Background: an optimization exercise with open tools, aiming at small area, a short achievable clock period and few clock cycles per item. Do not read the settings as production practice. At most, simulation tests tie the RTL to the original design; equivalence was not proved. For runs 6 and 7, only the layout was checked, not whether the RTL still works.

$ cat design/flow/flow/run.sh
#!/bin/bash
# The standard layout, with plain buffers on the ports instead of the delay cells
# buffer_ports picks by default, and timing repair aimed at a 3.4 ns period.
set -euo pipefail
export BUFFER_PORTS_ARGS="-buffer_cell sky130_fd_sc_hd__buf_2"
bash standard.sh SETUP_SLACK_MARGIN=5.6 finish > standard_flow.log 2>&1
$ cat design/flow/standard.sh
#!/bin/bash
# synth_recipe.tcl (not shown) runs the flow's synth.tcl, then flattens the netlist and writes it again
# the make line also repeats each setting of config.mk as NAME=value (left out here)
make -C /OpenROAD-flow-scripts/flow DESIGN_CONFIG=/design/flow/config.mk WORK_HOME=/design/flow/orfs CLKGATE_MAP_FILE= SYNTH_SCRIPT=/design/flow/synth_recipe.tcl "${@:-finish}"
$ cat design/flow/config.mk
export PLATFORM = sky130hd
export DESIGN_NAME = midpoint_ellipse_points
export DESIGN_NICKNAME = midpoint_ellipse_points
export VERILOG_FILES = /design/flow/design.v
export SDC_FILE = /design/flow/constraint.sdc
export NUM_CORES = 4
export LEC_CHECK = 0
export CAP_MARGIN = 20
export CORE_MARGIN = 2
export CORE_UTILIZATION = 40
export CTS_BUF_LIST = sky130_fd_sc_hd__clkbuf_4 sky130_fd_sc_hd__clkbuf_8
export SLEW_MARGIN = 20
$ cat design/flow/constraint.sdc
create_clock -name core_clock -period 9.0 [get_ports {clk}]
set_input_delay 1.8000 -clock core_clock [delete_from_list [all_inputs] [get_ports {clk}]]
set_output_delay 1.8000 -clock core_clock [all_outputs]
set_load 0.01 [all_outputs]
$ cat design/flow/design.v
package mep_pkg;
    localparam int RADIUS_W = 5;
    localparam int FIELD_W  = 10;
    localparam int SQ_W     = 2 * RADIUS_W;
    localparam int K_W      = 17;
    localparam int T_W      = 16;
    localparam int COORD_BITS_DEFAULT = 11;
    localparam int CFG_IDX_W = 1;
    localparam logic [RADIUS_W-1:0] RADIUS_X_RESET = 5'd5;
    localparam logic [RADIUS_W-1:0] RADIUS_Y_RESET = 5'd2;
endpackage
import mep_pkg::*;
module midpoint_ellipse_points #(
    parameter int COORD_BITS = COORD_BITS_DEFAULT
) (
    input  logic                  clk,
    input  logic                  rst_n,
    input  logic                  cfg_we,
    input  logic [CFG_IDX_W-1:0]  cfg_index,
    input  logic [RADIUS_W-1:0]   cfg_data,
    input  logic                  in_valid,
    output logic                  in_ready,
    input  logic [FIELD_W-1:0]    center_x,
    input  logic [FIELD_W-1:0]    center_y,
    input  logic [FIELD_W-1:0]    shift_x,
    output logic                  out_valid,
    input  logic                  out_ready,
    output logic [COORD_BITS-1:0] x_right,
    output logic [COORD_BITS-1:0] x_left,
    output logic [COORD_BITS-1:0] y_upper,
    output logic [COORD_BITS-1:0] y_lower,
    output logic                  last_point
);
    logic [SQ_W-1:0]     a2_reg, b2_reg;
    logic [RADIUS_W-1:0] rb_reg;
    logic [SQ_W-1:0]     cfg_sq;
    function automatic logic [SQ_W-1:0] sq5(input logic [RADIUS_W-1:0] r);
        case (r)
            5'd0: sq5 = 10'd0;
            5'd1: sq5 = 10'd1;
            5'd2: sq5 = 10'd4;
            5'd3: sq5 = 10'd9;
            5'd4: sq5 = 10'd16;
            5'd5: sq5 = 10'd25;
            5'd6: sq5 = 10'd36;
            5'd7: sq5 = 10'd49;
            5'd8: sq5 = 10'd64;
            5'd9: sq5 = 10'd81;
            5'd10: sq5 = 10'd100;
            5'd11: sq5 = 10'd121;
            5'd12: sq5 = 10'd144;
            5'd13: sq5 = 10'd169;
            5'd14: sq5 = 10'd196;
            5'd15: sq5 = 10'd225;
            5'd16: sq5 = 10'd256;
            5'd17: sq5 = 10'd289;
            5'd18: sq5 = 10'd324;
            5'd19: sq5 = 10'd361;
            5'd20: sq5 = 10'd400;
            5'd21: sq5 = 10'd441;
            5'd22: sq5 = 10'd484;
            5'd23: sq5 = 10'd529;
            5'd24: sq5 = 10'd576;
            5'd25: sq5 = 10'd625;
            5'd26: sq5 = 10'd676;
            5'd27: sq5 = 10'd729;
            5'd28: sq5 = 10'd784;
            5'd29: sq5 = 10'd841;
            5'd30: sq5 = 10'd900;
            5'd31: sq5 = 10'd961;
            default: sq5 = '0;
        endcase
    endfunction
    assign cfg_sq = sq5(cfg_data);
    always_ff @(posedge clk or negedge rst_n)
    begin
        if (!rst_n)
        begin
            a2_reg <= SQ_W'(RADIUS_X_RESET * RADIUS_X_RESET);
            b2_reg <= SQ_W'(RADIUS_Y_RESET * RADIUS_Y_RESET);
            rb_reg <= RADIUS_Y_RESET;
        end
        else if (cfg_we)
        begin
            if (cfg_index == 1'b0)
            begin
                a2_reg <= cfg_sq;
            end
            else
            begin
                b2_reg <= cfg_sq;
                rb_reg <= cfg_data;
            end
        end
    end
    logic                  q_v, q_rdy;
    logic [2:0]            q_cnt;
    logic [FIELD_W-1:0]    q_cx, q_cy, q_sh;
    logic [SQ_W-1:0]       q_a2, q_b2;
    logic [RADIUS_W-1:0]   q_b;
    logic signed [T_W-1:0] q_t;
    logic [SQ_W+2:0]       q_k1;
    logic [SQ_W:0]         q_bf;
    logic                  q_v_n, in_ready_reg;
    logic                  load;
    assign q_rdy    = q_v && (q_cnt == 3'd5);
    assign q_v_n    = q_v ? !load : in_valid;
    assign in_ready = in_ready_reg;
    always_ff @(posedge clk or negedge rst_n)
    begin
        if (!rst_n)
        begin
            q_v          <= 1'b0;
            in_ready_reg <= 1'b1;
        end
        else
        begin
            q_v          <= q_v_n;
            in_ready_reg <= !q_v_n;
        end
    end
    always_ff @(posedge clk)
    begin
        if (!q_v)
        begin
            q_cx  <= center_x;
            q_cy  <= center_y;
            q_sh  <= shift_x;
            q_a2  <= a2_reg;
            q_b2  <= b2_reg;
            q_b   <= rb_reg;
            q_cnt <= 3'd0;
            q_t   <= '0;
        end
        else if (q_cnt != 3'd5)
        begin
            q_cnt <= q_cnt + 3'd1;
            q_b   <= {q_b[RADIUS_W-2:0], q_b[RADIUS_W-1]};
            q_t   <= (q_t <<< 1) - (q_b[RADIUS_W-1] ? T_W'(q_a2) : T_W'(0));
            q_k1  <= {q_a2, 1'b0} + {q_b2, 1'b0} + {3'b0, q_b2};
            q_bf  <= {1'b0, q_b2} + {3'b0, q_a2[SQ_W-1:2]};
        end
    end
    logic                       w_v, w_r2, w_sw1, w_sw2, w_ey0;
    logic [RADIUS_W-1:0]        w_ex, w_ey;
    logic signed [FIELD_W+1:0]  w_cxs;
    logic [FIELD_W-1:0]         w_cy;
    logic signed [K_W-1:0]      w_k, w_p, w_q, w_g;
    logic [SQ_W-1:0]            w_a2, w_b2;
    logic [SQ_W:0]              w_s;
    logic signed [SQ_W:0]       w_c;
    logic o_v;
    logic out_en, cont1, last, emit, step, adv, step_s, sw;
    assign sw     = w_sw1 || w_sw2;
    assign cont1  = w_g[K_W-1];
    assign last   = w_ey0 && (w_r2 || !cont1);
    assign out_en = !o_v || out_ready;
    assign emit   = w_v && !sw && out_en;
    assign step   = emit && !last;
    assign adv    = step || sw;
    assign load   = q_rdy && (!w_v || (emit && last));
    assign step_s = w_k[K_W-1] ^ w_r2;
    logic signed [K_W-1:0] a2_k, b2_k, s2_k, inc_p;
    logic signed [K_W-1:0] k_a, k_b, p_a, q_a, q_b2s, g_a, g_b;
    logic signed [K_W-1:0] k_n, p_n, q_n, g_n;
    assign a2_k  = K_W'(w_a2);
    assign b2_k  = K_W'(w_b2);
    assign s2_k  = K_W'(w_s) <<< 1;
    assign inc_p = w_r2 ? a2_k <<< 1 : b2_k <<< 1;
    assign k_a   = w_k + w_p;
    assign k_b   = w_k + (w_sw1 ? (w_q >>> 1) : w_q);
    assign p_a   = (w_sw1 ? K_W'(w_c) : (w_sw2 ? w_g : w_p))
                 + (w_sw1 ? ~w_p : (w_sw2 ? a2_k : inc_p)) + K_W'(w_sw1);
    assign q_a   = w_q + (w_sw1 ? ~b2_k : (w_sw2 ? a2_k : inc_p)) + K_W'(w_sw1);
    assign q_b2s = w_q + s2_k;
    assign g_a   = (w_sw1 ? w_q : w_g) + (w_sw1 ? ~w_p : b2_k) + K_W'(w_sw1);
    assign g_b   = w_g + K_W'(w_s);
    assign k_n = w_sw1 ? k_b : (w_sw2 ? k_a : (step_s ? k_a : k_b));
    assign p_n = p_a;
    assign q_n = (sw || step_s) ? q_a : q_b2s;
    assign g_n = (w_sw1 || step_s) ? g_a : g_b;
    logic [RADIUS_W-1:0] ex_n, ey_n;
    logic                ey_dec;
    assign ey_dec = w_r2 || !step_s;
    assign ex_n   = (!w_r2 || !step_s) ? w_ex + 1'b1 : w_ex;
    assign ey_n   = ey_dec ? w_ey - 1'b1 : w_ey;
    logic signed [K_W-1:0] qa2_k, qb2_k, qt_k;
    assign qa2_k = K_W'(q_a2);
    assign qb2_k = K_W'(q_b2);
    assign qt_k  = K_W'(q_t);
    always_ff @(posedge clk or negedge rst_n)
    begin
        if (!rst_n)
        begin
            w_v   <= 1'b0;
            w_sw1 <= 1'b0;
            w_sw2 <= 1'b0;
        end
        else
        begin
            if (load)              w_v <= 1'b1;
            else if (emit && last) w_v <= 1'b0;
            if (load)
                w_sw1 <= (q_t == '0) && (q_b != '0);
            else if (step)
                w_sw1 <= !w_r2 && !g_n[K_W-1] && (ey_n != '0);
            else
                w_sw1 <= 1'b0;
            w_sw2 <= w_sw1;
        end
    end
    always_ff @(posedge clk)
    begin
        if (load)
        begin
            w_r2  <= 1'b0;
            w_ex  <= '0;
            w_ey  <= q_b;
            w_ey0 <= (q_b == '0);
            w_cxs <= {{2{q_cx[FIELD_W-1]}}, q_cx} + {2'b00, q_sh};
            w_cy  <= q_cy;
            w_a2  <= q_a2;
            w_b2  <= q_b2;
            w_s   <= {1'b0, q_a2} + {1'b0, q_b2};
            w_g   <= qt_k;
            w_c   <= (SQ_W+1)'(3 * (q_b2 >> 2)) - (SQ_W+1)'(q_a2 >> 2)
                     + (SQ_W+1)'({q_b2[0], 1'b0}) - (SQ_W+1)'(1);
            w_k   <= K_W'(q_bf) + qt_k;
            w_p   <= (qb2_k <<< 1) + qb2_k;
            w_q   <= K_W'(q_k1) + (qt_k <<< 1);
        end
        else if (adv)
        begin
            w_k <= k_n;
            w_p <= p_n;
            w_q <= q_n;
            w_g <= g_n;
            if (w_sw2) w_r2 <= 1'b1;
            if (step)
            begin
                w_ex  <= ex_n;
                w_ey  <= ey_n;
                w_ey0 <= (ey_n == '0);
            end
        end
    end
    logic signed [FIELD_W+1:0] xr_s, xl_s;
    logic [COORD_BITS-1:0]     x_right_reg, x_left_reg, y_upper_reg, y_lower_reg;
    logic                      last_point_reg;
    assign xr_s = w_cxs + {7'b0, w_ex};
    assign xl_s = w_cxs - {7'b0, w_ex};
    function automatic logic [COORD_BITS-1:0] sat_hi(input logic signed [FIELD_W+1:0] v);
        if (!v[FIELD_W+1] && v[FIELD_W]) sat_hi = {1'b0, {(COORD_BITS-1){1'b1}}};
        else                             sat_hi = v[COORD_BITS-1:0];
    endfunction
    always_ff @(posedge clk or negedge rst_n)
    begin
        if (!rst_n)
        begin
            o_v <= 1'b0;
        end
        else
        begin
            o_v <= emit || (o_v && !out_ready);
        end
    end
    always_ff @(posedge clk)
    begin
        if (emit)
        begin
            x_right_reg    <= sat_hi(xr_s);
            x_left_reg     <= sat_hi(xl_s);
            y_upper_reg    <= {w_cy[FIELD_W-1], w_cy} + {6'b0, w_ey};
            y_lower_reg    <= {w_cy[FIELD_W-1], w_cy} - {6'b0, w_ey};
            last_point_reg <= last;
        end
    end
    assign out_valid  = o_v;
    assign x_right    = x_right_reg;
    assign x_left     = x_left_reg;
    assign y_upper    = y_upper_reg;
    assign y_lower    = y_lower_reg;
    assign last_point = last_point_reg;
endmodule
==> impl_metrics.py, run 1 <==
metrics = {
    "status": {
        "status": "no timing/DRC/antenna violations",
    },
    "setup_path": {
        "crit_arrival_ns": 4.08,
        "critPathMaxFanout": 6,
        "worstSetupPathType": "reg -> reg",
        "end_kind": "flop",
        "cp.required_ns": 9.43,
        "worst_path_largest_cell_delay_ns": 0.57,
        "startpoint_type": "flop",
        "rr_worst_depth": 17,
        "slowest_stage": "dfrtp_4",
        "rrSetupSlack_ns": 5.35,
        "worstPathCellList": "buf_6, buf_16, nor2_4, nand2_1, o21ai_1, fa_2, inv_1, fa_2, nor2b_4, o2111ai_4, a21boi_2, o41a_1, o21a_1, o311ai_2, a21oi_1, xor2_1, mux2i_1",
        "cp_common_cell": "fa_2",
    },
    "logic_synthesis": {
        "synthArstFlopShare_pct": 9.03,
        "synth_cell_types": 80,
        "syn_area_mm2": 0.0218,
        "synth-seq-cells": 310,
        "synthCells": 2222,
        "yosysSeqAreaShare_pct": 40.9,
        "syn_area_per_cell_um2": 9.82,
        "ys.flop_type": "edfxtp_1",
        "synth_warnings": 1,
        "syn-num-nets": 2513,
        "synth_edf_count": 257,
    },
    "clock_tree": {
        "tritoncts": "yes",
        "worst_skew_pair.late_latency_ns": 0.69,
        "clock_path_buffers": 3,
        "clkTransAtPathRegs_ns": 0.06,
        "cts_buffers": 58,
        "cts-root-buf": "clkbuf_8",
        "htree_levels": 2,
        "clock-sinks": 310,
    },
    "timing": {
        "clock.fmax_mhz": 274,
        "setup-violations-final": 0,
        "final.min_clock_period_ns": 3.65,
        "setup_tns_ns": 0,
        "rsz0062_at_grt": "yes",
        "report.final.slew_viol_count": 0,
        "hold_viol_final": 0,
        "worst-slew-pin-transition_ns": 0.950,
        "fin_skew_ns": 0.0552,
        "slew_headroom_pct": 36.0,
        "fin_crit_sh_pct": 40.6,
        "finalWorstSetupSlack_ns": 5.35,
    },
    "global_route": {
        "antenna_found_initial": 1,
        "grt_max_degree": 72,
        "grt_first_pass_wirelength_um": 94000,
        "grt_pass1_vias": 17000,
        "overflow": 0,
        "track_usage_pct": 21.5,
    },
    "route": {
        "ant_nets": 0,
        "drt_iter0_drc": 1649,
        "wl_met1_um": 27800,
        "dr.pass1.iters": 5,
        "wl_met2_um": 27900,
        "drc": 0,
        "maxUsedRoutingLayer": "met4",
        "viasPerCell": 5.55,
        "wl_um": 62200,
        "wire_per_inst_um": 19.8,
        "met3WireLength_um": 4810,
        "num_vias": 17400,
    },
    "place": {
        "portBuffers": 87,
        "dp_worst_setup_slack_ns": 4.12,
        "placed_area_mm2": 0.0231,
        "hpwlAfterDp_um": 45400,
        "gp_congestion": 0.900,
    },
    "layout": {
        "design_area_mm2": 0.0254,
        "area_growth_pct": 16.4,
        "seqCellArea_mm2": 0.00894,
        "nFillCells": 4928,
        "nNetsFinal": 2684,
        "multi_input_area_mm2": 0.0124,
        "layout_commonest_cell": "edfxtp_1",
        "drive_above_1_share_pct": 16.6,
        "layout_common_cells": "edfxtp_1 (257), ha_1 (210), nand2_1 (199)",
    },
    "job": {
        "drv_cap": 0,
    },
    "die": {
        "rows": 85,
        "initial_utilization_pct": 40.5,
        "die_h_um": 238,
        "die_w_um": 238,
        "ios": 88,
        "core_area_mm2": 0.0539,
        "dieArea_mm2": 0.0565,
    },
    "hold_path": {
        "worstHoldPathCells": 0,
        "hp-class": "reg -> reg",
    },
}
[per-layer routing]
layer | vias up | GRT usage (%)
li1 | 8330 | -
met1 | 8383 | 30.6
met2 | 606 | 33.5
met3 | 114 | 3.22
met4 | 0 | 7.17
met5 | - | 0
[metrics by stage]
| step | cells | hold slack, ns | utilization, % |
|---|---|---|---|
| after floorplan | 2222 | 0.400 | - |
| after global placement | 2953 | 0.401 | 42.8 |
| after detailed placement | 2953 | 0.405 | 42.8 |
| after CTS | 3105 | 0.415 | 46.2 |
| after global routing | 3140 | 0.425 | 47.1 |
| final | 3140 | 0.417 | 47.1 |
[Yosys cell counts (22+ instances only)]
master	n	area, µm²
fa_1	34	681
mux2i_1	32	320
nand2_1	204	766
inv_1	159	597
nor3_1	33	165
clkbuf_1	41	154
o21ai_0	185	926
xor2_1	70	613
o21a_1	24	180
ha_1	216	2700
edfxtp_1	257	7720
xnor2_1	131	1150
nor2b_1	27	169
nand3_1	38	190
nand2b_1	35	219
a21o_1	48	360
a211oi_1	27	203
a21oi_1	156	781
dfrtp_1	22	551
nor2_1	193	724
dfxtp_1	25	500
o21bai_1	33	248
[cell families after synthesis]
group,synth area share [%]
adders and majority gates,15.5
AOI/OAI and AO/OA,17.7
xor gates and xnor gates,8.06
muxes,2.24
buffers and inverters,3.90
DFF,40.9
and+or+nand+nor,11.7
[final timing paths]
path,startpoint,to
min in group asynchronous,rst_n,rb_reg[3]
setup / recovery,w_sw1,w_q[16]
hold / removal,q_cy[9],w_cy[9]
max in group asynchronous,rst_n,w_sw1
hold reg to reg,q_cy[9],w_cy[9]
setup reg to reg,w_sw1,w_q[16]
[critical path, delay by kind of cell (launching register included)]
family | cells | cell delay [ns]
buffers and inverters | 3 | 0.39
adders and majority gates | 2 | 0.61
AOI/OAI and AO/OA | 7 | 1.23
and+or+nand+nor | 3 | 0.36
muxes | 1 | 0.09
DFF | 1 | 0.57
xor gates and xnor gates | 1 | 0.16
[layout make-up]
class,count,share of cell area (%)
clock inverter,24,0.704
sequential,310,35.2
inverter,161,2.48
multi-input combinational,1688,48.9
clock buffer,86,4.09
antenna,1,0.00985
timing repair buffer,174,5.23
tap,696,3.43
[repair_timing]
item,in CTS,in global routing
pin swaps,33,30
hold buffers,0,0
cloned,2,2
endpoints found under the setup margin,162,33
resized for setup,68,62
buffers inserted,40,31
Testbench counts, summed over its fixed seeds: cycles 66,057, points 61,632.
==> run 2: changes to the inputs <==
--- a/design/flow/config.mk
+++ b/design/flow/config.mk
@@ -8,5 +8,4 @@
 export CAP_MARGIN = 20
 export CORE_MARGIN = 2
-export CORE_UTILIZATION = 40
-export CTS_BUF_LIST = sky130_fd_sc_hd__clkbuf_4 sky130_fd_sc_hd__clkbuf_8
+export CORE_UTILIZATION = 50
 export SLEW_MARGIN = 20
==> run 2 against run 1 <==
Still clean. Via count is 1.8% lower. Clock skew down 0.038 ns. Highest routed layer is now met5. Critical endpoint is now w_g[16]. Sequential share of layout area grew 0.73 points. First-iteration DRC count fell by 21%. Critical path type unchanged. Wire length about the same. Flip-flop and latch count did not move. Maximum frequency shrank 0.12%.
==> impl_metrics.py, run 2 <==
metrics = {
    "status": {
        "status": "no timing/DRC/antenna violations",
    },
    "logic_synthesis": {
        "yosysSeqAreaShare_pct": 40.9,
        "synthArstFlopShare_pct": 9.03,
        "ys.flop_type": "edfxtp_1",
        "synth_area_leader_cell": "edfxtp_1",
        "synth-seq-cells": 310,
        "synth_edf_count": 257,
        "synth_top_cell_area_share_pct": 35.4,
        "syn_area_per_cell_um2": 9.82,
        "synthCells": 2222,
        "syn_area_mm2": 0.0218,
        "syn-num-nets": 2513,
        "netlist_top_cells_count": "edfxtp_1 (257), ha_1 (216), nand2_1 (204)",
        "yosysMostFrequentCell": "edfxtp_1",
        "synth_warnings": 1,
        "synth_area_leaders": "edfxtp_1 (35%), ha_1 (12%), xnor2_1 (5.3%)",
        "synth_cell_types": 80,
    },
    "clock_tree": {
        "clock-sinks": 310,
        "htree_levels": 2,
        "cts-root-buf": "clkbuf_16",
        "cts_buffers": 37,
        "clkTransAtPathRegs_ns": 0.06,
        "tritoncts": "yes",
        "clock_path_buffers": 3,
        "worst_skew_pair.late_latency_ns": 0.56,
    },
    "route": {
        "drt_iter0_drc": 1304,
        "num_vias": 17100,
        "dr.pass1.iters": 5,
        "drc": 0,
        "wl_um": 62200,
        "wire_per_inst_um": 21.1,
        "viasPerCell": 5.79,
        "ant_nets": 0,
    },
    "job": {
        "drv_cap": 0,
    },
    "die": {
        "ios": 88,
        "die_h_um": 213,
        "initial_utilization_pct": 50.7,
        "core_area_mm2": 0.0431,
        "dieArea_mm2": 0.0453,
        "rows": 76,
        "die_w_um": 213,
    },
    "setup_path": {
        "end_kind": "flop",
        "cp.required_ns": 9.31,
        "worstSetupPathType": "reg -> reg",
        "rr_worst_depth": 13,
        "critPathMaxFanout": 9,
        "rrSetupSlack_ns": 5.34,
        "crit_arrival_ns": 3.97,
        "startpoint_type": "flop",
    },
    "timing": {
        "worst-slew-pin-transition_ns": 0.933,
        "fin_skew_ns": 0.0171,
        "setup_tns_ns": 0,
        "holdWs_ns": 0.424,
        "hold_viol_final": 0,
        "fin_crit_sh_pct": 40.6,
        "rsz0062_at_grt": "yes",
        "slew_headroom_pct": 37.6,
        "setup-violations-final": 0,
        "finalWorstSetupSlack_ns": 5.34,
        "final.min_clock_period_ns": 3.66,
        "clock.fmax_mhz": 273,
        "report.final.slew_viol_count": 0,
    },
    "global_route": {
        "grt_first_pass_wirelength_um": 94700,
        "grt_pass1_vias": 16500,
        "track_usage_pct": 27.6,
        "overflow": 0,
        "grt_max_degree": 69,
        "antenna_found_initial": 1,
    },
    "hold_path": {
        "worstHoldPathCells": 0,
        "hp-class": "reg -> reg",
    },
    "layout": {
        "seqCellArea_mm2": 0.00893,
        "nFillCells": 3811,
        "multi_input_area_mm2": 0.0124,
        "drive_above_1_share_pct": 13.3,
        "antennaDiodeCount": 0,
        "area_growth_pct": 14.0,
        "layout_commonest_cell": "edfxtp_1",
        "nNetsFinal": 2631,
        "layout_common_cells": "edfxtp_1 (257), ha_1 (212), nand2_1 (199)",
        "design_area_mm2": 0.0249,
    },
    "place": {
        "gp_congestion": 0.953,
        "hpwlAfterDp_um": 45600,
        "dp_worst_setup_slack_ns": 4.33,
        "placed_area_mm2": 0.0229,
        "portBuffers": 87,
    },
}
[run 2: cell counts after synthesis]
No cell type changed its count.
[run 2: kinds of logic after synthesis]
family                   Yosys count  share of synthesized area, %
AO/OA/AOI/OAI                    613                          17.7
XOR/XNOR                         201                          8.06
flip-flops                       310                          40.9
buffers and inverters            224                          3.90
AND/OR/NAND/NOR                  577                          11.7
adder cells (fa/ha/maj)          250                          15.5
multiplexers                      47                          2.24
[run 2: timing repair]
| item | 4_1_cts | 5_1_grt |
|---|---|---|
| setup buffers | 17 | 18 |
| pin swaps | 21 | 31 |
| setup endpoints to repair | 166 | 29 |
| gates cloned | 5 | 1 |
| hold buffers | 0 | 0 |
| gates resized for setup | 53 | 55 |
[run 2: critical path: stages, from the launching register on]
cell	delay (ns)
dfrtp_4	0.53
buf_12	0.17
mux2_4	0.30
fa_2	0.37
fa_2	0.39
a211oi_4	0.26
o21bai_2	0.17
o21ai_2	0.20
a21oi_2	0.10
a221oi_2	0.33
a2bb2oi_2	0.22
xnor2_1	0.18
o21ai_1	0.09
o21a_1	0.10
[run 2: stage by stage]
step / util (%) / cells
final: 57.8 / 2954
after global routing: 57.8 / 2954
after CTS: 57.0 / 2935
after detailed placement: 53.3 / 2845
after global placement: 53.3 / 2845
after floorplan: - / 2222
[run 2: layout make-up]
| class | instances | area share [%] |
|---|---|---|
| inverters | 161 | 2.63 |
| repair buffers | 139 | 4.06 |
| clock buffers | 47 | 4.04 |
| well taps | 585 | 2.94 |
| flip-flops and latches | 310 | 35.9 |
| multi-input cells | 1690 | 49.7 |
| clock inverters | 21 | 0.689 |
| repair inverters | 1 | 0.0352 |
[run 2: path summary, 6_finish.rpt]
kind / from / to
max reg2reg: w_sw1 / w_g[16]
max: w_sw1 / w_g[16]
min: q_cy[9] / w_cy[9]
min in group asynchronous: rst_n / a2_reg[7]
max in group asynchronous: rst_n / w_sw1
min reg2reg: q_cy[9] / w_cy[9]
[run 2: metal layers]
layer,part of all wire (%),vias up,global-route usage (%)
li1,-,8218,-
met1,45,8207,38.8
met2,45,567,42.8
met3,7.0,124,4.62
met4,3.7,2,10.4
met5,0.021,-,0
==> run 3: changes to the inputs <==
--- a/design/flow/config.mk
+++ b/design/flow/config.mk
@@ -8,4 +8,5 @@
 export CAP_MARGIN = 20
 export CORE_MARGIN = 2
-export CORE_UTILIZATION = 50
+export CORE_UTILIZATION = 40
 export SLEW_MARGIN = 20
+export TNS_END_PERCENT = 0
==> run 3 against run 2 <==
Via count down 1.0%. Worst setup slack worse by 0.096 ns. Count of clock-buffer cells in the layout rose by 5. Sequential share of layout area up 0.46 points. Still clean on timing, DRC and antenna. Critical endpoint unchanged. Non-clock buffer count shrank 30.
==> impl_metrics.py, run 3 <==
metrics = {
    "route": {
        "wl_um": 60500,
        "viasPerCell": 5.58,
        "num_vias": 16900,
        "drt_iter0_drc": 1365,
        "met3WireLength_um": 4280,
        "drc": 0,
        "dr.pass1.iters": 6,
        "ant_nets": 0,
        "wl_met1_um": 27600,
        "wl_met2_um": 26800,
        "wire_per_inst_um": 19.9,
        "maxUsedRoutingLayer": "met4",
    },
    "global_route": {
        "track_usage_pct": 21.4,
        "grt_max_degree": 73,
        "overflow": 0,
        "grt_pass1_vias": 16700,
        "grt_first_pass_wirelength_um": 93200,
        "antenna_found_initial": 3,
    },
    "setup_path": {
        "r2r_start": "w_sw1",
        "cp_common_cell": "fa_2",
        "worstSetupPathType": "reg -> reg",
        "end_kind": "flop",
        "crit_arrival_ns": 4.08,
        "worstPathCellList": "buf_16, mux2_4, fa_2, fa_2, a211oi_2, o21bai_1, o21ai_2, a21oi_2, a221oi_2, a2bb2oi_2, xnor2_1, o21ai_1, o21a_1",
        "startpoint_type": "flop",
        "worst_path_largest_cell_delay_ns": 0.58,
        "rrSetupSlack_ns": 5.25,
        "critPathMaxFanout": 20,
        "cp.required_ns": 9.32,
        "cp-startpoint": "w_sw1",
        "slowest_stage": "dfrtp_4",
    },
    "logic_synthesis": {
        "yosysMostFrequentCell": "edfxtp_1",
        "synth_warnings": 1,
        "synth_top_cell_area_share_pct": 35.4,
        "synth_area_leaders": "edfxtp_1 (35%), ha_1 (12%), xnor2_1 (5.3%)",
        "syn_area_mm2": 0.0218,
        "syn_area_per_cell_um2": 9.82,
        "synthArstFlopShare_pct": 9.03,
        "ys.flop_type": "edfxtp_1",
        "syn-num-nets": 2513,
        "yosysSeqAreaShare_pct": 40.9,
        "synth_edf_count": 257,
        "synthCells": 2222,
        "netlist_top_cells_count": "edfxtp_1 (257), ha_1 (216), nand2_1 (204)",
        "synth-seq-cells": 310,
        "synth_cell_types": 80,
        "synth_area_leader_cell": "edfxtp_1",
    },
    "clock_tree": {
        "cts-root-buf": "clkbuf_16",
        "htree_levels": 2,
        "clkTransAtPathRegs_ns": 0.06,
        "worst_skew_pair.late_latency_ns": 0.57,
        "cts_buffers": 37,
        "tritoncts": "yes",
        "clock-sinks": 310,
        "clock_path_buffers": 3,
    },
    "place": {
        "placed_area_mm2": 0.0230,
        "gp_congestion": 0.918,
        "portBuffers": 87,
        "dp_worst_setup_slack_ns": 4.01,
        "dp.cells": 2953,
        "hpwlAfterDp_um": 45500,
    },
    "layout": {
        "fin_cells": 3035,
        "nFillCells": 5010,
        "layout_commonest_cell": "edfxtp_1",
        "layout_common_cells": "edfxtp_1 (257), ha_1 (216), nand2_1 (202)",
        "drive_above_1_share_pct": 9.93,
        "design_area_mm2": 0.0246,
        "area_growth_pct": 12.6,
        "nNetsFinal": 2599,
    },
    "timing": {
        "setup_tns_ns": 0,
        "clock.fmax_mhz": 266,
        "fin_crit_sh_pct": 41.7,
        "fin_skew_ns": 0.0243,
        "setup-violations-final": 0,
        "report.final.slew_viol_count": 0,
        "rsz0062_at_grt": "yes",
        "finalWorstSetupSlack_ns": 5.25,
        "worst-slew-pin-transition_ns": 0.751,
        "slew_headroom_pct": 49.4,
        "final.min_clock_period_ns": 3.75,
        "hold_viol_final": 0,
    },
    "die": {
        "dieArea_mm2": 0.0565,
        "core_area_mm2": 0.0539,
        "initial_utilization_pct": 40.5,
        "die_w_um": 238,
        "rows": 85,
        "ios": 88,
        "die_h_um": 238,
    },
    "job": {
        "drv_cap": 0,
    },
    "hold_path": {
        "min_from": "q_cy[0]",
        "hp-class": "reg -> reg",
    },
    "status": {
        "status": "no timing/DRC/antenna violations",
    },
}
-- run 3: cell counts after synthesis --
Identical to the previous run, type by type.
-- run 3: cell type report --
class                   instances  area (µm²)  share of cell area [%]
multi-input cells            1689       12200                    49.6
flip-flops and latches        310        8930                    36.3
clock buffers                  52        1030                    4.21
well taps                     696         871                    3.54
repair buffers                109         744                    3.03
inverters                     161         624                    2.54
clock inverters                16         184                   0.749
diodes                          2        5.00                  0.0204
-- run 3: metal layers --
metal,global-route usage (%),vias to the layer above
met5,0,-
met4,7.20,0
met3,3.33,99
met2,33.3,517
met1,30.4,8155
li1,-,8169
-- run 3: logic make-up after synthesis --
kind of cell               Yosys count  synth area share [%]
AOI/OAI and AO/OA                  613                  17.7
muxes                               47                  2.24
DFF                                310                  40.9
buffers and inverters              224                  3.90
adders and majority gates          250                  15.5
xor gates and xnor gates           201                  8.06
and+or+nand+nor                    577                  11.7
-- run 3: repair_timing --
item	in CTS	in global routing
cloned	4	0
resized for setup	29	6
pin swaps	10	4
endpoints found under the setup margin	186	157
buffers inserted	5	3
hold buffers	0	0
-- run 3: path summary, 6_finish.rpt --
check	end	cells after the start
max	w_g[16]	13
min	w_cy[0]	0
max reg2reg	w_g[16]	13
min reg2reg	w_cy[0]	0
max in group asynchronous	w_sw1	1
min in group asynchronous	o_v	1
-- run 3: critical path, delay by kind of cell (launching register included) --
kind	cells	cell delay, ns
fa+ha+maj	2	0.74
buf+inv	1	0.20
xor+xnor	1	0.17
mux	1	0.30
flops	1	0.58
compound gates	8	1.50
-- run 3: through the flow --
| stage | util, % | hold slack [ns] |
|---|---|---|
| after global routing | 45.6 | 0.423 |
| after global placement | 42.7 | 0.402 |
| after detailed placement | 42.7 | 0.405 |
| final | 45.6 | 0.417 |
| after floorplan | - | 0.400 |
| after CTS | 45.5 | 0.419 |
==> run 4: changes to the inputs <==
--- a/design/flow/config.mk
+++ b/design/flow/config.mk
@@ -10,3 +10,3 @@
 export CORE_UTILIZATION = 40
 export SLEW_MARGIN = 20
-export TNS_END_PERCENT = 0
+export TNS_END_PERCENT = 20
==> run 4 against run 3 <==
Count of clock-buffer cells in the layout shrank 9. Non-clock buffer count grew 63. Worst setup slack gained 0.098 ns. Critical path depth is the same. Core utilization grew 1.9 points. Wire length grew 2.0%. Register-to-register slack gained 0.098 ns. Sequential share of layout area shrank 1.5 points. First-iteration DRC count shrank 0.22%. Largest cell class unchanged. Still clean on timing, DRC and antenna. Design area grew 4.3%.
==> impl_metrics.py, run 4 <==
metrics = {
    "status": {
        "status": "no timing/DRC/antenna violations",
    },
    "setup_path": {
        "cp.required_ns": 9.31,
        "startpoint_type": "flop",
        "r2r_start": "w_sw1",
        "rr_worst_depth": 13,
        "crit_arrival_ns": 3.97,
        "rr_endpoint": "w_g[16]",
        "rrSetupSlack_ns": 5.35,
        "worstSetupPathType": "reg -> reg",
        "end_kind": "flop",
        "critPathMaxFanout": 4,
    },
    "logic_synthesis": {
        "synth_area_leader_cell": "edfxtp_1",
        "synth_cell_types": 80,
        "synth-seq-cells": 310,
        "synth_edf_count": 257,
        "synth_area_leaders": "edfxtp_1 (35%), ha_1 (12%), xnor2_1 (5.3%)",
        "synthSimpleGateAreaFrac_pct": 11.7,
        "synth_compound_area_share_pct": 17.7,
        "synth_warnings": 1,
        "synthCells": 2222,
        "synthAdderAreaFrac_pct": 15.5,
        "netlist_top_cells_count": "edfxtp_1 (257), ha_1 (216), nand2_1 (204)",
        "syn_area_per_cell_um2": 9.82,
        "synth_xor_area_share_pct": 8.06,
        "synthArstFlopShare_pct": 9.03,
        "synth_top_cell_area_share_pct": 35.4,
        "syn_area_mm2": 0.0218,
        "yosysMostFrequentCell": "edfxtp_1",
        "synth_top_family_by_area": "compound AO/OA/AOI/OAI gates",
        "syn-num-nets": 2513,
        "yosysSeqAreaShare_pct": 40.9,
        "ys.flop_type": "edfxtp_1",
        "synthMuxAreaShare_pct": 2.24,
    },
    "hold_path": {
        "min_from": "q_cy[3]",
        "worstHoldPathCells": 0,
        "hp-class": "reg -> reg",
        "hold_end": "w_cy[3]",
    },
    "route": {
        "viasPerCell": 5.59,
        "ant_nets": 0,
        "wl_um": 61700,
        "dr.pass1.iters": 5,
        "drt_iter0_drc": 1362,
        "num_vias": 17300,
        "wire_per_inst_um": 19.9,
        "drc": 0,
    },
    "clock_tree": {
        "hold_buffers": 0,
        "htree_levels": 2,
        "cts_buffers": 37,
        "clkTransAtPathRegs_ns": 0.06,
        "tritoncts": "yes",
        "clock_path_buffers": 3,
        "clock-sinks": 310,
        "worst_skew_pair.late_latency_ns": 0.56,
        "cts-root-buf": "clkbuf_16",
    },
    "timing": {
        "hold_viol_final": 0,
        "fin_skew_ns": 0.0277,
        "worst-slew-pin-transition_ns": 0.813,
        "finalWorstSetupSlack_ns": 5.35,
        "fin_crit_sh_pct": 40.6,
        "rsz0062_at_grt": "yes",
        "setup-violations-final": 0,
        "slew_headroom_pct": 45.1,
        "setup_tns_ns": 0,
        "report.final.slew_viol_count": 0,
        "final.min_clock_period_ns": 3.65,
        "clock.fmax_mhz": 274,
    },
    "global_route": {
        "overflow": 0,
        "grt_first_pass_wirelength_um": 93600,
        "grt_max_degree": 69,
        "antenna_found_initial": 5,
        "grt_pass1_vias": 16600,
        "track_usage_pct": 21.4,
    },
    "place": {
        "dp.cells": 2953,
        "portBuffers": 87,
        "dp_worst_setup_slack_ns": 3.74,
        "gp_congestion": 0.879,
        "hpwlAfterDp_um": 44700,
    },
    "die": {
        "die_h_um": 238,
        "dieArea_mm2": 0.0565,
        "ios": 88,
        "rows": 85,
        "initial_utilization_pct": 40.5,
        "core_area_mm2": 0.0539,
        "die_w_um": 238,
    },
    "layout": {
        "layout_commonest_cell": "edfxtp_1",
        "drive_above_1_share_pct": 15.5,
        "fin_cells": 3099,
        "nNetsFinal": 2664,
        "area_growth_pct": 17.3,
        "layout_common_cells": "edfxtp_1 (257), ha_1 (207), nand2_1 (198)",
    },
    "job": {
        "drv_cap": 0,
    },
}
run 4: cell counts after synthesis:
No cell type changed its count.
run 4: critical path, stage by stage (launching register included):
cell	delay, ns
dfrtp_4	0.51
buf_12	0.15
mux2_4	0.30
fa_2	0.38
fa_2	0.39
a211oi_4	0.28
o21bai_2	0.12
o21ai_2	0.26
a21oi_4	0.12
a221oi_4	0.32
a2bb2oi_2	0.21
xnor2_1	0.17
o21ai_1	0.10
o21a_1	0.11
run 4: stage by stage:
| stage | hold slack, ns | cell area [µm²] | utilization [%] |
|---|---|---|---|
| floorplan | 0.400 | 21900 | - |
| global placement | 0.402 | 23000 | 42.7 |
| detailed placement | 0.406 | 23000 | 42.7 |
| CTS | 0.419 | 25100 | 46.5 |
| global route | 0.424 | 25600 | 47.5 |
| finish | 0.417 | 25600 | 47.5 |
run 4: metal layers:
| layer | global-route usage [%] | up-vias | wire length [µm] |
|---|---|---|---|
| li1 | - | 8306 | - |
| met1 | 30.5 | 8388 | 28300 |
| met4 | 5.81 | 4 | 1600 |
| met2 | 33.6 | 517 | 27600 |
| met3 | 3.81 | 105 | 4220 |
| met5 | 0 | - | 23 |
run 4: repair_timing:
action / CTS / global route
gates cloned: 5 / 1
buffers inserted: 42 / 28
pin swaps: 45 / 35
endpoints found under the hold margin: 0 / 0
resized for setup: 83 / 71
setup endpoints to repair: 209 / 142
run 4: final cells by class:
| class | instances | area, µm² |
|---|---|---|
| Timing Repair Buffer | 172 | 1310 |
| Antenna cell | 2 | 5.00 |
| Clock buffer | 43 | 968 |
| Clock inverter | 24 | 300 |
| Multi-Input combinational cell | 1691 | 12600 |
| Tap cell | 696 | 871 |
| Fill cell | 4877 | 28300 |
| Inverter | 161 | 633 |
| Sequential cell | 310 | 8930 |
run 4: worst max-delay path by stage:
stage	startpoint	end	cells past startpoint
after global placement	out_ready	w_k[14]	10
final	w_sw1	w_g[16]	13
after floorplan	w_sw1	w_g[16]	15
after detailed placement	out_ready	w_k[14]	10
after global routing	w_sw1	w_g[16]	13
after CTS	w_sw1	w_g[16]	13
run 4: logic make-up (layout without fill, tap and decap cells):
logic type	after synthesis	in the layout
AO/OA/AOI/OAI	613	613
AND/OR/NAND/NOR	577	580
flip-flops	310	310
adder cells (fa/ha/maj)	250	250
buffers and inverters	224	400
XOR/XNOR	201	201
multiplexers	47	47
other	0	2
==> run 5: changes to the inputs <==
--- a/design/flow/config.mk
+++ b/design/flow/config.mk
@@ -10,3 +10,2 @@
 export CORE_UTILIZATION = 40
 export SLEW_MARGIN = 20
-export TNS_END_PERCENT = 20
==> run 5 against run 4 <==
Still clean. Clock skew up 0.0044 ns. Critical path depth increased by 2. Synthesized area did not move. Wire length up 0.22%. Maximum frequency rose by 2.1%. Design area decreased by 1.7%. Register-to-register slack better by 0.08 ns. Synthesized cell count did not move. Flip-flop and latch count unchanged. Critical endpoint unchanged.
==> impl_metrics.py, run 5 <==
metrics = {
    "logic_synthesis": {
        "synth_area_leader_cell": "edfxtp_1",
        "ys.flop_type": "edfxtp_1",
        "syn_area_mm2": 0.0218,
        "synthArstFlopShare_pct": 9.03,
        "synth_cell_types": 80,
        "yosysMostFrequentCell": "edfxtp_1",
        "syn-num-nets": 2513,
        "synth-seq-cells": 310,
        "synth_edf_count": 257,
        "yosysSeqAreaShare_pct": 40.9,
        "netlist_top_cells_count": "edfxtp_1 (257), ha_1 (216), nand2_1 (204)",
        "syn_area_per_cell_um2": 9.82,
        "synth_area_leaders": "edfxtp_1 (35%), ha_1 (12%), xnor2_1 (5.3%)",
        "synth_warnings": 1,
        "synth_top_cell_area_share_pct": 35.4,
        "synthCells": 2222,
    },
    "die": {
        "die_h_um": 238,
        "initial_utilization_pct": 40.5,
        "die_w_um": 238,
        "rows": 85,
        "ios": 88,
        "dieArea_mm2": 0.0565,
        "core_area_mm2": 0.0539,
    },
    "hold_path": {
        "hp-class": "reg -> reg",
        "worstHoldPathCells": 0,
        "min_from": "q_cy[7]",
        "hold_end": "w_cy[7]",
    },
    "clock_tree": {
        "htree_levels": 2,
        "cts_buffers": 37,
        "clock-sinks": 310,
        "tritoncts": "yes",
        "cts-root-buf": "clkbuf_16",
        "worst_skew_pair.late_latency_ns": 0.57,
        "clkTransAtPathRegs_ns": 0.06,
        "clock_path_buffers": 3,
    },
    "setup_path": {
        "slowest_stage": "dfrtp_4",
        "critPathMaxFanout": 8,
        "cp.required_ns": 9.31,
        "r2r_start": "w_sw1",
        "rr_worst_depth": 15,
        "worstPathCellList": "buf_12, nor2_4, a21oi_2, fa_2, fa_2, a211oi_4, o21bai_2, o21ai_2, buf_6, a21oi_4, a221oi_4, a2bb2oi_2, xnor2_2, o21ai_1, o21a_1",
        "cp_common_cell": "fa_2",
        "crit_arrival_ns": 3.89,
        "rrSetupSlack_ns": 5.42,
        "startpoint_type": "flop",
        "worst_path_largest_cell_delay_ns": 0.58,
        "worstSetupPathType": "reg -> reg",
        "rr_endpoint": "w_g[16]",
        "end_kind": "flop",
    },
    "global_route": {
        "antenna_found_initial": 0,
        "track_usage_pct": 21.5,
        "grt_first_pass_wirelength_um": 93700,
        "use_met2_pct": 33.7,
        "use_met3_pct": 3.45,
        "grt_pass1_vias": 16700,
        "overflow": 0,
        "busiest_layer": "met2",
        "grt_max_degree": 72,
        "grt_util_met1_pct": 30.6,
    },
    "timing": {
        "fin_skew_ns": 0.0320,
        "report.final.slew_viol_count": 0,
        "fin_crit_sh_pct": 39.8,
        "worst-slew-pin-transition_ns": 1.07,
        "final.min_clock_period_ns": 3.58,
        "hold_viol_final": 0,
        "setup_tns_ns": 0,
        "clock.fmax_mhz": 279,
        "rsz0062_at_grt": "yes",
        "setup-violations-final": 0,
        "slew_headroom_pct": 28.5,
    },
    "layout": {
        "layout_commonest_cell": "edfxtp_1",
        "drive_above_1_share_pct": 13.5,
        "nNetsFinal": 2646,
        "area_growth_pct": 15.4,
        "layout_common_cells": "edfxtp_1 (257), ha_1 (212), nand2_1 (201)",
    },
    "route": {
        "wl_um": 61900,
        "ant_nets": 0,
        "wire_per_inst_um": 20.1,
        "drc": 0,
        "drt_iter0_drc": 1664,
        "num_vias": 17300,
        "viasPerCell": 5.60,
        "dr.pass1.iters": 5,
    },
    "place": {
        "hpwlAfterDp_um": 45400,
        "gp_congestion": 0.900,
        "portBuffers": 87,
    },
    "job": {
        "drv_cap": 0,
    },
    "status": {
        "status": "no timing/DRC/antenna violations",
    },
}
==> run 5: routing by layer <==
metal / wire (µm) / up-vias
met5: 0 / -
met4: 1750 / 0
met3: 4870 / 115
met2: 27600 / 546
met1: 27600 / 8343
li1: - / 8256
==> run 5: kinds of logic (layout without fill, tap and decap cells) <==
group,after synthesis,in the layout,share of synthesized area [%]
buf+inv,224,386,3.90
mux,47,47,2.24
other cells,0,1,0
compound gates,613,613,17.7
xor+xnor,201,201,8.06
fa+ha+maj,250,250,15.5
simple gates,577,577,11.7
flops,310,310,40.9
==> run 5: cell type report <==
class / count / area [µm²]
Antenna cell: 1 / 2.50
Clock buffer: 57 / 1070
Clock inverter: 11 / 62.6
Fill cell: 4923 / 28700
Inverter: 161 / 629
Multi-Input combinational cell: 1688 / 12400
Sequential cell: 310 / 8940
Tap cell: 696 / 871
Timing Repair Buffer: 157 / 1220
==> run 5: metrics by stage <==
stage / worst slack [ns] / hold slack [ns] / instances / instance area (µm²) / utilization [%]
6_report: 5.42 / 0.417 / 3081 / 25200 / 46.7
4_1_cts: 5.39 / 0.417 / 3050 / 24800 / 45.9
3_3_place_gp: 4.20 / 0.401 / 2953 / 23100 / 42.8
3_5_place_dp: 4.12 / 0.405 / 2953 / 23100 / 42.8
2_1_floorplan: 5.34 / 0.400 / 2222 / 22000 / -
5_1_grt: 5.29 / 0.425 / 3080 / 25200 / 46.7
==> run 5: worst max-delay path by stage <==
stage | from | end | slack (ns) | cells past startpoint
floorplan | w_sw1 | w_g[16] | 5.34 | 15
global placement | out_ready | w_q[0] | 4.20 | 9
detailed placement | out_ready | w_q[0] | 4.12 | 9
CTS | w_sw1 | w_g[16] | 5.39 | 13
global route | w_sw1 | w_g[16] | 5.29 | 15
finish | w_sw1 | w_g[16] | 5.42 | 15
==> run 5: worst max-delay path, delay by kind of cell, from the launching register on <==
| family | cells | cell delay [ns] |
|---|---|---|
| fa+ha+maj | 2 | 0.84 |
| compound gates | 9 | 1.35 |
| buf+inv | 2 | 0.33 |
| xor+xnor | 1 | 0.15 |
| flops | 1 | 0.58 |
| simple gates | 1 | 0.08 |
==> run 5: what timing repair did <==
action	CTS	global route
hold buffers	0	0
buffers inserted	26	28
endpoints found under the setup margin	184	54
endpoints found under the hold margin	0	0
cloned	3	2
pin swaps	32	29
gates resized for setup	66	49
==> run 6: changes to the inputs <==
--- a/design/flow/design.v
+++ b/design/flow/design.v
@@ -142,5 +142,5 @@
         end
     end
-    logic                       w_v, w_r2, w_sw1, w_sw2, w_ey0;
+    logic                       w_v, w_r2, w_sw1, w_sw2, w_ey0, w_pend;
     logic [RADIUS_W-1:0]        w_ex, w_ey;
     logic signed [FIELD_W+1:0]  w_cxs;
@@ -151,11 +151,13 @@
     logic signed [SQ_W:0]       w_c;
     logic o_v;
-    logic out_en, cont1, last, emit, step, adv, step_s, sw;
+    logic out_en, cont1, last_a, last, emit, step, adv, step_s, sw, b_mode;
     assign sw     = w_sw1 || w_sw2;
+    assign b_mode = w_r2 && !w_pend;
     assign cont1  = w_g[K_W-1];
-    assign last   = w_ey0 && (w_r2 || !cont1);
+    assign last_a = w_ey0 && (w_r2 || !cont1);
+    assign last   = b_mode ? (w_ey == 5'd1) : last_a;
     assign out_en = !o_v || out_ready;
-    assign emit   = w_v && !sw && out_en;
-    assign step   = emit && !last;
+    assign emit   = w_v && !w_sw2 && out_en;
+    assign step   = emit && !w_sw1 && (w_r2 ? b_mode : 1'b1) && !last;
     assign adv    = step || sw;
     assign load   = q_rdy && (!w_v || (emit && last));
@@ -212,4 +214,8 @@
     always_ff @(posedge clk)
     begin
+        if (!load && emit && w_r2 && w_pend)
+        begin
+            w_pend <= 1'b0;
+        end
         if (load)
         begin
@@ -232,4 +238,5 @@
         else if (adv)
         begin
+            if (w_sw1) w_pend <= !emit;
             w_k <= k_n;
             w_p <= p_n;
@@ -248,6 +255,9 @@
     logic [COORD_BITS-1:0]     x_right_reg, x_left_reg, y_upper_reg, y_lower_reg;
     logic                      last_point_reg;
-    assign xr_s = w_cxs + {7'b0, w_ex};
-    assign xl_s = w_cxs - {7'b0, w_ex};
+    logic dx_o, dy_o;
+    assign dx_o = b_mode && !step_s;
+    assign dy_o = b_mode;
+    assign xr_s = w_cxs + {7'b0, w_ex} + {11'b0, dx_o};
+    assign xl_s = w_cxs - {7'b0, w_ex} - {11'b0, dx_o};
     function automatic logic [COORD_BITS-1:0] sat_hi(input logic signed [FIELD_W+1:0] v);
         if (!v[FIELD_W+1] && v[FIELD_W]) sat_hi = {1'b0, {(COORD_BITS-1){1'b1}}};
@@ -271,6 +281,6 @@
             x_right_reg    <= sat_hi(xr_s);
             x_left_reg     <= sat_hi(xl_s);
-            y_upper_reg    <= {w_cy[FIELD_W-1], w_cy} + {6'b0, w_ey};
-            y_lower_reg    <= {w_cy[FIELD_W-1], w_cy} - {6'b0, w_ey};
+            y_upper_reg    <= {w_cy[FIELD_W-1], w_cy} + {6'b0, w_ey} - {10'b0, dy_o};
+            y_lower_reg    <= {w_cy[FIELD_W-1], w_cy} - {6'b0, w_ey} + {10'b0, dy_o};
             last_point_reg <= last;
         end
==> run 6 against run 5 <==
Final cell count increased by 4.9%. Highest routed layer unchanged.
==> impl_metrics.py, run 6 <==
metrics = {
    "clock_tree": {
        "clock-sinks": 312,
        "htree_levels": 2,
        "clkTransAtPathRegs_ns": 0.06,
        "worst_skew_pair.late_latency_ns": 0.58,
        "clock_path_buffers": 3,
        "cts-root-buf": "clkbuf_16",
        "tritoncts": "yes",
        "cts_buffers": 39,
    },
    "setup_path": {
        "slowest_stage": "dfrtp_4",
        "crit_arrival_ns": 4.02,
        "worst_path_largest_cell_delay_ns": 0.55,
        "cp-startpoint": "w_sw1",
        "worstSetupPathType": "reg -> reg",
        "end_kind": "flop",
        "worstPathCellList": "buf_8, buf_12, nor2_2, a21oi_1, fa_2, fa_2, a21oi_4, o21ai_2, a32oi_2, a31oi_4, a211o_1, a21o_1, xnor2_1, mux2i_1, a21bo_2",
        "cp_common_cell": "fa_2",
        "startpoint_type": "flop",
        "path_buf_inv": 2,
        "cp_top_family": "compound AO/OA/AOI/OAI gates",
        "r2r_start": "w_sw1",
        "critPathMaxFanout": 5,
        "cp.required_ns": 9.34,
    },
    "layout": {
        "nNetsFinal": 2766,
        "multi_input_area_mm2": 0.0133,
        "design_area_mm2": 0.0267,
        "layout_commonest_cell": "edfxtp_1",
        "drive_above_1_share_pct": 16.9,
        "layout_common_cells": "edfxtp_1 (258), ha_1 (229), inv_1 (180)",
        "area_growth_pct": 19.0,
        "nFillCells": 5083,
        "antennaDiodeCount": 0,
        "seqCellArea_mm2": 0.00898,
    },
    "logic_synthesis": {
        "synth_top_cell_area_share_pct": 34.5,
        "synth_warnings": 1,
        "synth_edf_count": 258,
        "syn_area_per_cell_um2": 9.79,
        "ys.flop_type": "edfxtp_1",
        "yosysSeqAreaShare_pct": 40.0,
        "synth-seq-cells": 312,
        "synth_cell_types": 82,
        "synth_area_leader_cell": "edfxtp_1",
        "netlist_top_cells_count": "edfxtp_1 (258), ha_1 (236), o21ai_0 (199)",
        "synth_area_leaders": "edfxtp_1 (35%), ha_1 (13%), xnor2_1 (5.0%)",
        "yosysMostFrequentCell": "edfxtp_1",
        "synthCells": 2294,
        "synthArstFlopShare_pct": 8.97,
        "syn-num-nets": 2607,
        "syn_area_mm2": 0.0224,
    },
    "die": {
        "ios": 88,
        "core_area_mm2": 0.0553,
        "dieArea_mm2": 0.0580,
        "rows": 86,
        "die_w_um": 241,
        "die_h_um": 241,
        "initial_utilization_pct": 40.6,
    },
    "global_route": {
        "track_usage_pct": 22.1,
        "antenna_found_initial": 0,
        "grt_max_degree": 81,
        "grt_first_pass_wirelength_um": 98400,
        "overflow": 0,
        "grt_pass1_vias": 17500,
    },
    "place": {
        "gp_congestion": 0.928,
        "portBuffers": 87,
        "dp_worst_setup_slack_ns": 4.26,
        "placed_area_mm2": 0.0239,
        "hpwlAfterDp_um": 47200,
    },
    "timing": {
        "report.final.slew_viol_count": 0,
        "worst-slew-pin-transition_ns": 1.06,
        "final.min_clock_period_ns": 3.68,
        "fin_crit_sh_pct": 40.9,
        "slew_headroom_pct": 29.4,
        "rsz0062_at_grt": "yes",
        "fin_skew_ns": 0.0248,
        "hold_viol_final": 0,
        "clock.fmax_mhz": 272,
        "setup-violations-final": 0,
        "setup_tns_ns": 0,
        "finalWorstSetupSlack_ns": 5.32,
    },
    "route": {
        "drc": 0,
        "viasPerCell": 5.57,
        "wire_per_inst_um": 20.2,
        "drt_iter0_drc": 1932,
        "num_vias": 18000,
        "ant_nets": 0,
        "dr.pass1.iters": 7,
        "wl_um": 65200,
    },
    "status": {
        "status": "no timing/DRC/antenna violations",
    },
    "hold_path": {
        "hp-class": "reg -> reg",
        "min_from": "q_cy[0]",
    },
    "job": {
        "drv_cap": 0,
    },
}
## run 6: cell count changes in the layout (fill, tap and decap cells not counted), moves of 6 or more
cell and delta:
a21oi_2 +10, nand3_1 -7, buf_6 +8, nand2_1 -22, nor2_1 -21, buf_4 +13, inv_1 +24, mux2i_1 +8
a211oi_2 +6, clkbuf_1 -9, ha_1 +17, o21ai_0 -7, nand2_2 +10
## run 6: stage by stage
step / utilization [%] / hold slack [ns] / instances
final: 48.3 / 0.415 / 3232
after floorplan: - / 0.400 / 2294
after global routing: 48.3 / 0.424 / 3232
after detailed placement: 43.1 / 0.406 / 3078
after global placement: 43.1 / 0.402 / 3078
after CTS: 47.1 / 0.419 / 3207
## run 6: logic make-up after synthesis
group	share of synthesized area (%)
xor gates and xnor gates	8.00
buffers and inverters	4.26
adders and majority gates	16.4
muxes	2.54
AOI/OAI and AO/OA	17.6
DFF	40.0
and+or+nand+nor	11.3
## run 6: worst reg2reg max path, stage by stage, from the launching register on
cell	delay [ns]
dfrtp_4	0.55
buf_8	0.17
buf_12	0.14
nor2_2	0.10
a21oi_1	0.06
fa_2	0.37
fa_2	0.38
a21oi_4	0.15
o21ai_2	0.09
a32oi_2	0.26
a31oi_4	0.16
a211o_1	0.29
a21o_1	0.20
xnor2_1	0.15
mux2i_1	0.13
a21bo_2	0.24
## run 6: final timing paths
kind | endpoint | slack (ns) | cells past startpoint
worst min-delay path | w_cy[0] | 0.41 | 0
worst max register to register | w_g[16] | 5.32 | 15
min in group asynchronous | w_v | 1.28 | 1
max in group asynchronous | w_sw1 | 7.20 | 1
worst min register to register | w_cy[0] | 0.41 | 0
worst max-delay path | w_g[16] | 5.32 | 15
## run 6: what timing repair did
| item | 4_1_cts | 5_1_grt |
|---|---|---|
| resized for setup | 106 | 87 |
| gates cloned | 2 | 6 |
| hold endpoints to repair | 0 | 0 |
| setup buffers | 55 | 19 |
| pin swaps | 31 | 42 |
| endpoints found under the setup margin | 190 | 105 |
| hold buffers | 0 | 0 |
## run 6: routing by layer
metal	vias to the layer above	share of wire, %	global-route usage, %
li1	8559	-	-
met1	8732	45	32.3
met2	589	45	34.2
met3	118	7.1	2.68
met4	0	2.9	6.62
met5	-	0	0
## run 6: area by class of cell
cell class	instances	area share, %
Clock buffer	50	4.04
Clock inverter	22	0.871
Inverter	190	2.84
Multi-Input combinational cell	1728	49.6
Sequential cell	312	33.6
Tap cell	748	3.50
Timing Repair Buffer	182	5.50
==> run 7: changes to the inputs <==
==> design/flow/flow/run.sh (replaced) <==
#!/bin/bash
# The standard layout, with plain buffers on the ports instead of the delay cells
# buffer_ports picks by default, and timing repair aimed at a 3.5 ns period.
set -euo pipefail
export BUFFER_PORTS_ARGS="-buffer_cell sky130_fd_sc_hd__buf_2"
bash standard.sh SETUP_SLACK_MARGIN=5.5 finish > standard_flow.log 2>&1
==> run 7 against run 6 <==
Critical path depth down 3. Design area is 1.5% lower. Non-clock buffer count shrank 12.
==> impl_metrics.py, run 7 <==
metrics = {
    "die": {
        "dieArea_mm2": 0.0580,
        "initial_utilization_pct": 40.6,
        "rows": 86,
        "core_area_mm2": 0.0553,
        "die_h_um": 241,
        "ios": 88,
        "die_w_um": 241,
    },
    "clock_tree": {
        "clock-sinks": 312,
        "hold_buffers": 0,
        "worst_skew_pair.late_latency_ns": 0.56,
        "tritoncts": "yes",
        "cts_buffers": 37,
        "cts-root-buf": "clkbuf_16",
        "htree_levels": 2,
        "clock_path_buffers": 3,
        "clkTransAtPathRegs_ns": 0.06,
    },
    "logic_synthesis": {
        "netlist_top_cells_count": "edfxtp_1 (258), ha_1 (236), o21ai_0 (199)",
        "synth_edf_count": 258,
        "yosysMostFrequentCell": "edfxtp_1",
        "yosysSeqAreaShare_pct": 40.0,
        "syn_area_mm2": 0.0224,
        "synth_area_leaders": "edfxtp_1 (35%), ha_1 (13%), xnor2_1 (5.0%)",
        "syn_area_per_cell_um2": 9.79,
        "ys.flop_type": "edfxtp_1",
        "synth-seq-cells": 312,
        "synth_top_cell_area_share_pct": 34.5,
        "synthArstFlopShare_pct": 8.97,
        "synthCells": 2294,
        "syn-num-nets": 2607,
        "synth_area_leader_cell": "edfxtp_1",
        "synth_warnings": 1,
        "synth_cell_types": 82,
    },
    "route": {
        "maxUsedRoutingLayer": "met5",
        "drt_iter0_drc": 2001,
        "wl_um": 64100,
        "wl_met1_um": 29700,
        "wire_per_inst_um": 19.9,
        "viasPerCell": 5.55,
        "dr.pass1.iters": 6,
        "met3WireLength_um": 4280,
        "ant_nets": 0,
        "wl_met2_um": 28200,
        "drc": 0,
        "num_vias": 17800,
    },
    "layout": {
        "seqCellArea_mm2": 0.00898,
        "nNetsFinal": 2752,
        "antennaDiodeCount": 0,
        "nFillCells": 5071,
        "drive_above_1_share_pct": 16.0,
        "area_growth_pct": 17.3,
        "layout_common_cells": "edfxtp_1 (258), ha_1 (227), inv_1 (180), nand2_1 (180), nor2_1 (172)",
        "layout_commonest_cell": "edfxtp_1",
        "multi_input_area_mm2": 0.0132,
    },
    "timing": {
        "report.final.slew_viol_count": 0,
        "final.min_clock_period_ns": 3.74,
        "fin_crit_sh_pct": 41.6,
        "finalWorstSetupSlack_ns": 5.26,
        "setup_tns_ns": 0,
        "rsz0062_at_grt": "yes",
        "fin_skew_ns": 0.0234,
        "slew_headroom_pct": 25.4,
        "clock.fmax_mhz": 267,
        "worst-slew-pin-transition_ns": 1.11,
        "hold_viol_final": 0,
        "setup-violations-final": 0,
    },
    "global_route": {
        "track_usage_pct": 21.9,
        "overflow": 0,
        "grt_max_degree": 82,
        "grt_pass1_vias": 17500,
        "antenna_found_initial": 1,
        "grt_first_pass_wirelength_um": 97800,
    },
    "setup_path": {
        "cp_common_cell": "fa_2",
        "path_buf_inv": 0,
        "worstSetupPathType": "reg -> reg",
        "cp.required_ns": 9.40,
        "cp_top_family": "compound AO/OA/AOI/OAI gates",
        "slowest_stage": "dfrtp_4",
        "worstPathCellList": "mux2_2, fa_2, fa_2, a21oi_2, o21ai_2, a32oi_2, a31oi_2, a211o_1, a21o_1, xnor2_1, mux2i_1, o41ai_2",
        "worst_path_largest_cell_delay_ns": 0.49,
        "startpoint_type": "flop",
        "end_kind": "flop",
        "crit_arrival_ns": 4.14,
        "critPathMaxFanout": 8,
    },
    "job": {
        "drv_cap": 0,
    },
    "place": {
        "dp_worst_setup_slack_ns": 4.30,
        "gp_congestion": 0.913,
        "portBuffers": 87,
        "hpwlAfterDp_um": 47100,
    },
    "status": {
        "status": "no timing/DRC/antenna violations",
    },
    "hold_path": {
        "hp-class": "reg -> reg",
    },
}
[run 7: worst paths after layout]
path	startpoint	endpoint	slack, ns	cells after the start
min reg2reg	q_cy[4]	w_cy[4]	0.42	0
min	q_cy[4]	w_cy[4]	0.42	0
min in group asynchronous	rst_n	w_sw1	1.34	1
max	w_sw1	w_sw1	5.26	12
max reg2reg	w_sw1	w_sw1	5.26	12
max in group asynchronous	rst_n	w_sw1	7.06	1
[run 7: cell families after synthesis]
logic type               share of synthesized area, %
AO/OA/AOI/OAI                                    17.6
AND/OR/NAND/NOR                                  11.3
flip-flops                                       40.0
adder cells (fa/ha/maj)                          16.4
buffers and inverters                            4.26
XOR/XNOR                                         8.00
multiplexers                                     2.54
[run 7: repair_timing]
| action | 4_1_cts | 5_1_grt |
|---|---|---|
| pin swaps | 28 | 45 |
| setup endpoints to repair | 199 | 112 |
| resized for setup | 82 | 100 |
| setup buffers | 35 | 29 |
| cloned | 3 | 3 |
[run 7: per-stage QoR]
step / hold WS [ns] / std cells / area (µm²) / utilization, %
2_1_floorplan: 0.400 / 2294 / 22800 / -
3_3_place_gp: 0.405 / 3077 / 23800 / 43.1
3_5_place_dp: 0.406 / 3078 / 23900 / 43.1
4_1_cts: 0.420 / 3182 / 25700 / 46.4
5_1_grt: 0.433 / 3214 / 26300 / 47.6
6_report: 0.417 / 3214 / 26300 / 47.6
[run 7: final cells by class]
class | count | share of cell area (%)
timing repair buffer | 170 | 4.95
multi-input combinational | 1728 | 50.0
clock inverter | 20 | 0.485
inverter | 190 | 2.98
tap | 748 | 3.56
clock buffer | 46 | 3.85
sequential | 312 | 34.1
[run 7: routing by layer]
metal  vias up  global-route usage, %
li1       8529                      -
met1      8633                   31.8
met2       553                   33.6
met3       115                   3.33
met4         2                   6.73
met5         -                      0

## re-timing with driven ports
The flow's constraints put no driver on any port. The routed layouts listed below were extracted and timed again, unchanged, in two steps. Step 1 assumes that a clkbuf_16 drives the clock port and a buf_2 every other input. Step 2, shift: input delay + t, output delay - t, t = (earliest + latest rising clock arrival at the registers) / 2. This alone moves slack from input paths to output paths. Three values: no drivers, after step 1, after step 2; two values: the first two.
run | shift t [ns] | setup WS [ns] | worst setup path after step 2 | worst slew at a driven data input, ns | pins driven straight from the clock port
run 1 | 0.713 | 5.347 / 5.347 / 5.032 | input to register | 0.06 | 1
run 2 | 0.611 | 5.343 / 5.343 / 5.039 | input to register | 0.05 | 1
run 3 | 0.615 | 5.247 / 5.247 / 4.769 | input to register | 0.08 | 1
run 4 | 0.606 | 5.345 / 5.345 / 5.147 | input to register | 0.08 | 1
run 5 | 0.612 | 5.422 / 5.422 / 5.061 | input to register | 0.06 | 1
run 6 | 0.619 | 5.320 / 5.320 / 5.107 | input to register | 0.05 | 1
run 7 | 0.603 | 5.259 / 5.259 / 4.945 | input to register | 0.06 | 1
After both steps setup and hold are still met in every run listed. For run 3, which loses most, drivers alone change the setup slack by 0.000 ns; drivers and shift together by -0.478 ns.
